What follows belongs to an exercise in optimizing a design on an open flow for small area, a short achievable clock period and few clock cycles per item; a production flow would make more cautious choices.
Where RTL was checked, it was by simulation tests only, not by an equivalence proof against the original.

Setup of rev 12:
==> module cpu_top, before the edit <==
module cpu_top #(
    parameter int inst_addr_w = 8
) (
    input  wire                     clk,
    input  wire                     rst_n,
    input  wire [data_w-1:0]        inst_rdata,
    input  wire [data_w-1:0]        data_rdata,
    output logic [inst_addr_w-1:0]  inst_addr,
    output logic [data_addr_w-1:0]  data_addr,
    output logic [data_w-1:0]       data_wdata,
    output logic                    data_we,
    output logic                    io_stall
);
    logic              i_valid;
    logic              d_valid;
    logic              d_stall;      
    logic [pc_w-1:0]   d_btgt;
    logic [data_w-1:0] ir;
    logic              e_valid;
    logic [data_w-1:0] e_a;
    logic [data_w-1:0] e_b;
    logic [pc_w-1:0]   e_addr;
    logic [pc_w-1:0]   e_btgt;
    logic              e_writes;
    logic [3:0]        e_wd;
    logic              e_alu;
    logic              e_sub;
    logic              e_slt;
    logic              e_load;
    logic              e_mult;
    logic              e_beq;
    logic              w_we;
    logic [3:0]        w_rd;
    logic              w_load;
    logic              w_mult;
    logic [data_w-1:0] w_res;
    logic              stall_q;
    logic              we_q;
    logic              redirect;
    logic              hz_i;
    logic              jump_i;
    logic              beq_self_i;
    logic [pc_w-1:0]   jump_pc_i;
    logic [pc_w-1:0]   btgt_i;       
    logic [2:0]        opc_i;
    logic              i_reads_rs;
    logic              i_reads_rt;
    logic              d_late;
    assign opc_i      = inst_rdata[15:13];
    assign beq_self_i = (opc_i == op_beq) && (inst_rdata[12:9] == inst_rdata[8:5]);
    assign jump_i     = i_valid && ((opc_i == op_jump) || beq_self_i);
    assign btgt_i     = inst_addr + {{3{inst_rdata[4]}}, inst_rdata[4:0]};
    assign jump_pc_i  = beq_self_i ? btgt_i : inst_rdata[7:0];
    assign i_reads_rs = (opc_i <= op_store) || ((opc_i == op_beq) && !beq_self_i);
    assign i_reads_rt = (opc_i != op_load) && i_reads_rs;
    assign hz_i = i_valid && d_late && !redirect &&
                  ((i_reads_rs && (inst_rdata[12:9] == ir_wd)) ||
                   (i_reads_rt && (inst_rdata[8:5] == ir_wd)));
    logic [3:0] ir_wd;
    pc_unit u_pc_unit (
        .clk         (clk),
        .rst_n       (rst_n),
        .redirect    (redirect),
        .redirect_pc (e_btgt),
        .hold        (hz_i),
        .jump        (jump_i && !redirect),
        .jump_pc     (jump_pc_i),
        .pc          (inst_addr)
    );
    always_ff @(posedge clk or negedge rst_n) begin
        if (!rst_n)
            i_valid <= 1'b0;
        else
            i_valid <= !(redirect || hz_i || jump_i);
    end
    always_ff @(posedge clk or negedge rst_n) begin
        if (!rst_n) begin
            d_valid <= 1'b0;
            d_stall <= 1'b0;
        end else begin
            if (!d_stall)
                d_valid <= i_valid && !redirect;
            d_stall <= hz_i;
        end
    end
    always_ff @(posedge clk) begin
        if (!d_stall) begin
            ir   <= inst_rdata;
            d_btgt <= btgt_i;
        end
    end
    logic                 d_reads_rs;
    logic                 d_reads_rt;
    logic                 d_writes;
    logic [3:0]           d_wd;
    logic                 d_alu;
    logic                 d_sub;
    logic                 d_slt;
    logic                 d_mult;
    logic                 d_load;
    logic                 d_store;
    logic                 d_beq;
    logic [3:0]           d_rs;
    logic [3:0]           d_rt;
    logic [data_w-1:0]    rf_a;
    logic [data_w-1:0]    rf_b;
    logic [data_w-1:0]    d_a;
    logic [data_w-1:0]    d_b;
    logic [data_w-1:0]    alu_out;
    logic [data_w-1:0]    product;
    logic [data_w-1:0]    w_data;
    logic                 e_eq;
    logic                 e_fwd;      
    logic                 hit_ea;
    logic                 hit_eb;
    logic                 hit_wa;
    logic                 hit_wb;
    logic                 d_go;       
    assign d_rs  = ir[12:9];
    assign d_rt  = ir[8:5];
    assign ir_wd = d_wd;
    cpu_control u_cpu_control (
        .w        (ir),
        .reads_rs (d_reads_rs),
        .reads_rt (d_reads_rt),
        .writes   (d_writes),
        .wr_idx   (d_wd),
        .is_alu   (d_alu),
        .is_sub   (d_sub),
        .is_slt   (d_slt),
        .is_mult  (d_mult),
        .is_load  (d_load),
        .is_store (d_store),
        .is_beq   (d_beq)
    );
    assign d_late = d_valid && !d_stall && (d_load || d_mult);
    reg_file u_reg_file (
        .clk     (clk),
        .rst_n   (rst_n),
        .rs_idx  (d_rs),
        .rt_idx  (d_rt),
        .we      (w_we),
        .wr_idx  (w_rd),
        .wr_data (w_data),
        .rs_data (rf_a),
        .rt_data (rf_b)
    );
    assign e_fwd  = e_valid && e_writes && e_alu;
    assign hit_ea = e_fwd && (e_wd == d_rs);
    assign hit_eb = e_fwd && (e_wd == d_rt);
    assign hit_wa = w_we && (w_rd == d_rs);
    assign hit_wb = w_we && (w_rd == d_rt);
    assign d_a = hit_ea ? alu_out : hit_wa ? w_data : rf_a;
    assign d_b = hit_eb ? alu_out : hit_wb ? w_data : rf_b;
    assign redirect = e_valid && e_beq && e_eq;
    logic [7:0] addr_d;
    pfx_add #(.W(8)) u_addr_add (
        .a   (d_a[7:0]),
        .b   ({{3{ir[4]}}, ir[4:0]}),
        .cin (1'b0),
        .sum (addr_d)
    );
    assign d_go     = d_valid && !d_stall && !redirect;
    always_ff @(posedge clk or negedge rst_n) begin
        if (!rst_n)
            e_valid <= 1'b0;
        else
            e_valid <= d_go;
    end
    always_ff @(posedge clk) begin
        e_a      <= d_a;
        e_b      <= d_b;
        e_addr   <= addr_d;
        e_btgt   <= d_btgt;
        e_writes <= d_writes;
        e_wd     <= d_wd;
        e_alu    <= d_alu;
        e_sub    <= d_sub;
        e_slt    <= d_slt;
        e_load   <= d_load;
        e_mult   <= d_mult;
        e_beq    <= d_beq && (d_rs != d_rt);
    end
    exec_unit u_exec_unit (
        .clk     (clk),
        .a       (e_a),
        .b       (e_b),
        .sub     (e_sub),
        .slt     (e_slt),
        .alu_out (alu_out),
        .eq      (e_eq),
        .product (product)
    );
    always_ff @(posedge clk or negedge rst_n) begin
        if (!rst_n) begin
            stall_q <= 1'b1;
            we_q    <= 1'b0;
        end else begin
            stall_q <= !d_go;
            we_q    <= d_go && d_store;
        end
    end
    assign io_stall   = stall_q;
    assign data_we    = we_q;
    assign data_addr  = e_addr;
    assign data_wdata = e_b;
    always_ff @(posedge clk or negedge rst_n) begin
        if (!rst_n)
            w_we <= 1'b0;
        else
            w_we <= e_valid && e_writes;
    end
    always_ff @(posedge clk) begin
        w_rd   <= e_wd;
        w_load <= e_load;
        w_mult <= e_mult;
        w_res  <= alu_out;
    end
    assign w_data = w_load ? data_rdata : w_mult ? product : w_res;
endmodule
Settings: LEC_CHECK=0, CAP_MARGIN=20, CORE_MARGIN=2, CORE_UTILIZATION=40, SLEW_MARGIN=20; clock period 10.0 ns.
standard.sh (not shown) runs the stock make flow with config.mk's settings and CLKGATE_MAP_FILE= SYNTH_SCRIPT=/design/flow/synth_recipe.tcl, a recipe that flattens the netlist after the stock synthesis.
==> flow/flow/run.sh <==
#!/bin/bash
# Standard layout, with timing repair aiming below the clock period: the
# repair steps treat any path with less than SETUP_SLACK_MARGIN ns of slack
# as failing, so they keep improving the paths past the 10 ns constraint.
cp standard.sh standard.sh.txt
cp config.mk config.mk.txt
export SETUP_SLACK_MARGIN=7
export TNS_END_PERCENT=0
bash standard.sh > standard.log 2>&1
Looking at the reports, rev 12 completed the entire flow and the layout it produced met the timing, DRC and antenna checks.
Input changes introduced in rev 13 (baseline for comparison: rev 12):
-- flow/design.v --
<<< rev 12, line 442
);
    logic              i_valid;
    logic              d_valid;
    logic              d_stall;      
>>> rev 13, line 442
);
    logic              i_valid;
    logic [pc_w-1:0]   pc_i;
    logic              d_valid;
    logic              d_stall;      
<<< rev 12, line 479
    assign beq_self_i = (opc_i == op_beq) && (inst_rdata[12:9] == inst_rdata[8:5]);
    assign jump_i     = i_valid && ((opc_i == op_jump) || beq_self_i);
    assign btgt_i     = inst_addr + {{3{inst_rdata[4]}}, inst_rdata[4:0]};
    assign jump_pc_i  = beq_self_i ? btgt_i : inst_rdata[7:0];
    assign i_reads_rs = (opc_i <= op_store) || ((opc_i == op_beq) && !beq_self_i);
>>> rev 13, line 480
    assign beq_self_i = (opc_i == op_beq) && (inst_rdata[12:9] == inst_rdata[8:5]);
    assign jump_i     = i_valid && ((opc_i == op_jump) || beq_self_i);
    assign btgt_i     = pc_i + 8'd1 + {{3{inst_rdata[4]}}, inst_rdata[4:0]};
    assign jump_pc_i  = beq_self_i ? btgt_i : inst_rdata[7:0];
    assign i_reads_rs = (opc_i <= op_store) || ((opc_i == op_beq) && !beq_self_i);
<<< rev 12, line 502
        else
            i_valid <= !(redirect || hz_i || jump_i);
    end
    always_ff @(posedge clk or negedge rst_n) begin
>>> rev 13, line 503
        else
            i_valid <= !(redirect || hz_i || jump_i);
    end
    always_ff @(posedge clk) begin
        pc_i <= inst_addr;
    end
    always_ff @(posedge clk or negedge rst_n) begin
<<< rev 12, line 583
    assign d_b = hit_eb ? alu_out : hit_wb ? w_data : rf_b;
    assign redirect = e_valid && e_beq && e_eq;
    logic [7:0] addr_d;
    pfx_add #(.W(8)) u_addr_add (
        .a   (d_a[7:0]),
        .b   ({{3{ir[4]}}, ir[4:0]}),
        .cin (1'b0),
        .sum (addr_d)
>>> rev 13, line 587
    assign d_b = hit_eb ? alu_out : hit_wb ? w_data : rf_b;
    assign redirect = e_valid && e_beq && e_eq;
    logic [7:0] imm8;
    logic [7:0] imm8_p1;
    logic [7:0] bx8;
    logic [7:0] cs_s;
    logic [7:0] cs_c;
    logic [7:0] addr_sum;
    logic [7:0] addr_e;
    logic [7:0] addr_d;
    logic       e_lt;
    assign imm8    = {{3{ir[4]}}, ir[4:0]};
    assign imm8_p1 = imm8 + 8'd1;
    assign bx8     = e_b[7:0] ^ {8{e_sub}};
    assign cs_s    = e_a[7:0] ^ bx8 ^ imm8;
    assign cs_c    = (e_a[7:0] & bx8) | (e_a[7:0] & imm8) | (bx8 & imm8);
    assign e_lt    = alu_out[0];
    pfx_add #(.W(8)) u_addr_e_add (
        .a   (cs_s),
        .b   ({cs_c[6:0], 1'b0}),
        .cin (e_sub),
        .sum (addr_sum)
    );
    assign addr_e = e_slt ? (e_lt ? imm8_p1 : imm8) : addr_sum;
    pfx_add #(.W(8)) u_addr_d_add (
        .a   (hit_wa ? w_data[7:0] : rf_a[7:0]),
        .b   (imm8),
        .cin (1'b0),
        .sum (addr_d)
<<< rev 12, line 600
        e_a      <= d_a;
        e_b      <= d_b;
        e_addr   <= addr_d;
        e_btgt   <= d_btgt;
        e_writes <= d_writes;
>>> rev 13, line 625
        e_a      <= d_a;
        e_b      <= d_b;
        e_addr   <= hit_ea ? addr_e : addr_d;
        e_btgt   <= d_btgt;
        e_writes <= d_writes;
### Flow results
- Rev 13 finished end to end and its layout was clean on timing, DRC and antenna.
- Worst max-slew margin expressed relative to the limit (lower): rev 12
- Sequential area share after synthesis (lower): rev 13
- Delta (rev 13 minus rev 12): design area climbed 7.0%, effective utilization at floorplan about even, cell count climbed 113.
- Share of synthesized flip-flops with an asynchronous set or reset delta (rev 12 -> rev 13): insignificant
- What rev 12 reported for total half-perimeter wirelength after legalization and detailed placement has to be multiplied by 1.06 to get the figure for rev 13.
- Relative to rev 12, the average detailed-routed wire length per instance of rev 13 is higher by 0.28 um.
- Rev 13 ended with more adder-cell share of the synthesized area than rev 12.
Testbench counts of rev 13, summed over its fixed seeds: cycles 60,777, instrs 50,571.
No functional check of the RTL was part of rev 12.

what the ideal ports hide:
The results above use ideal ports. As a check the final layouts listed here were re-extracted and re-timed, cells and wires unchanged. Step 1: set_driving_cell puts a clkbuf_16 on clk and a buf_2 on each other input, an assumption about the parent block. Step 2, shift: input delay + t, output delay - t, t = (earliest + latest rising clock arrival at the registers) / 2. This alone moves slack from input paths to output paths. Three values: ideal ports, drivers, drivers and shift; two values: the first two.
run	t (ns)	setup slack, ns	cell pins on the clock port's net
rev 12	0.641	5.745 / 5.745 / 5.141	1
rev 13	0.661	6.377 / 6.409 / 5.747	1
After both steps every run listed still meets setup and hold. The setup slack of rev 13, which loses most, moves by +0.032 ns with the drivers and by -0.630 ns with both steps.
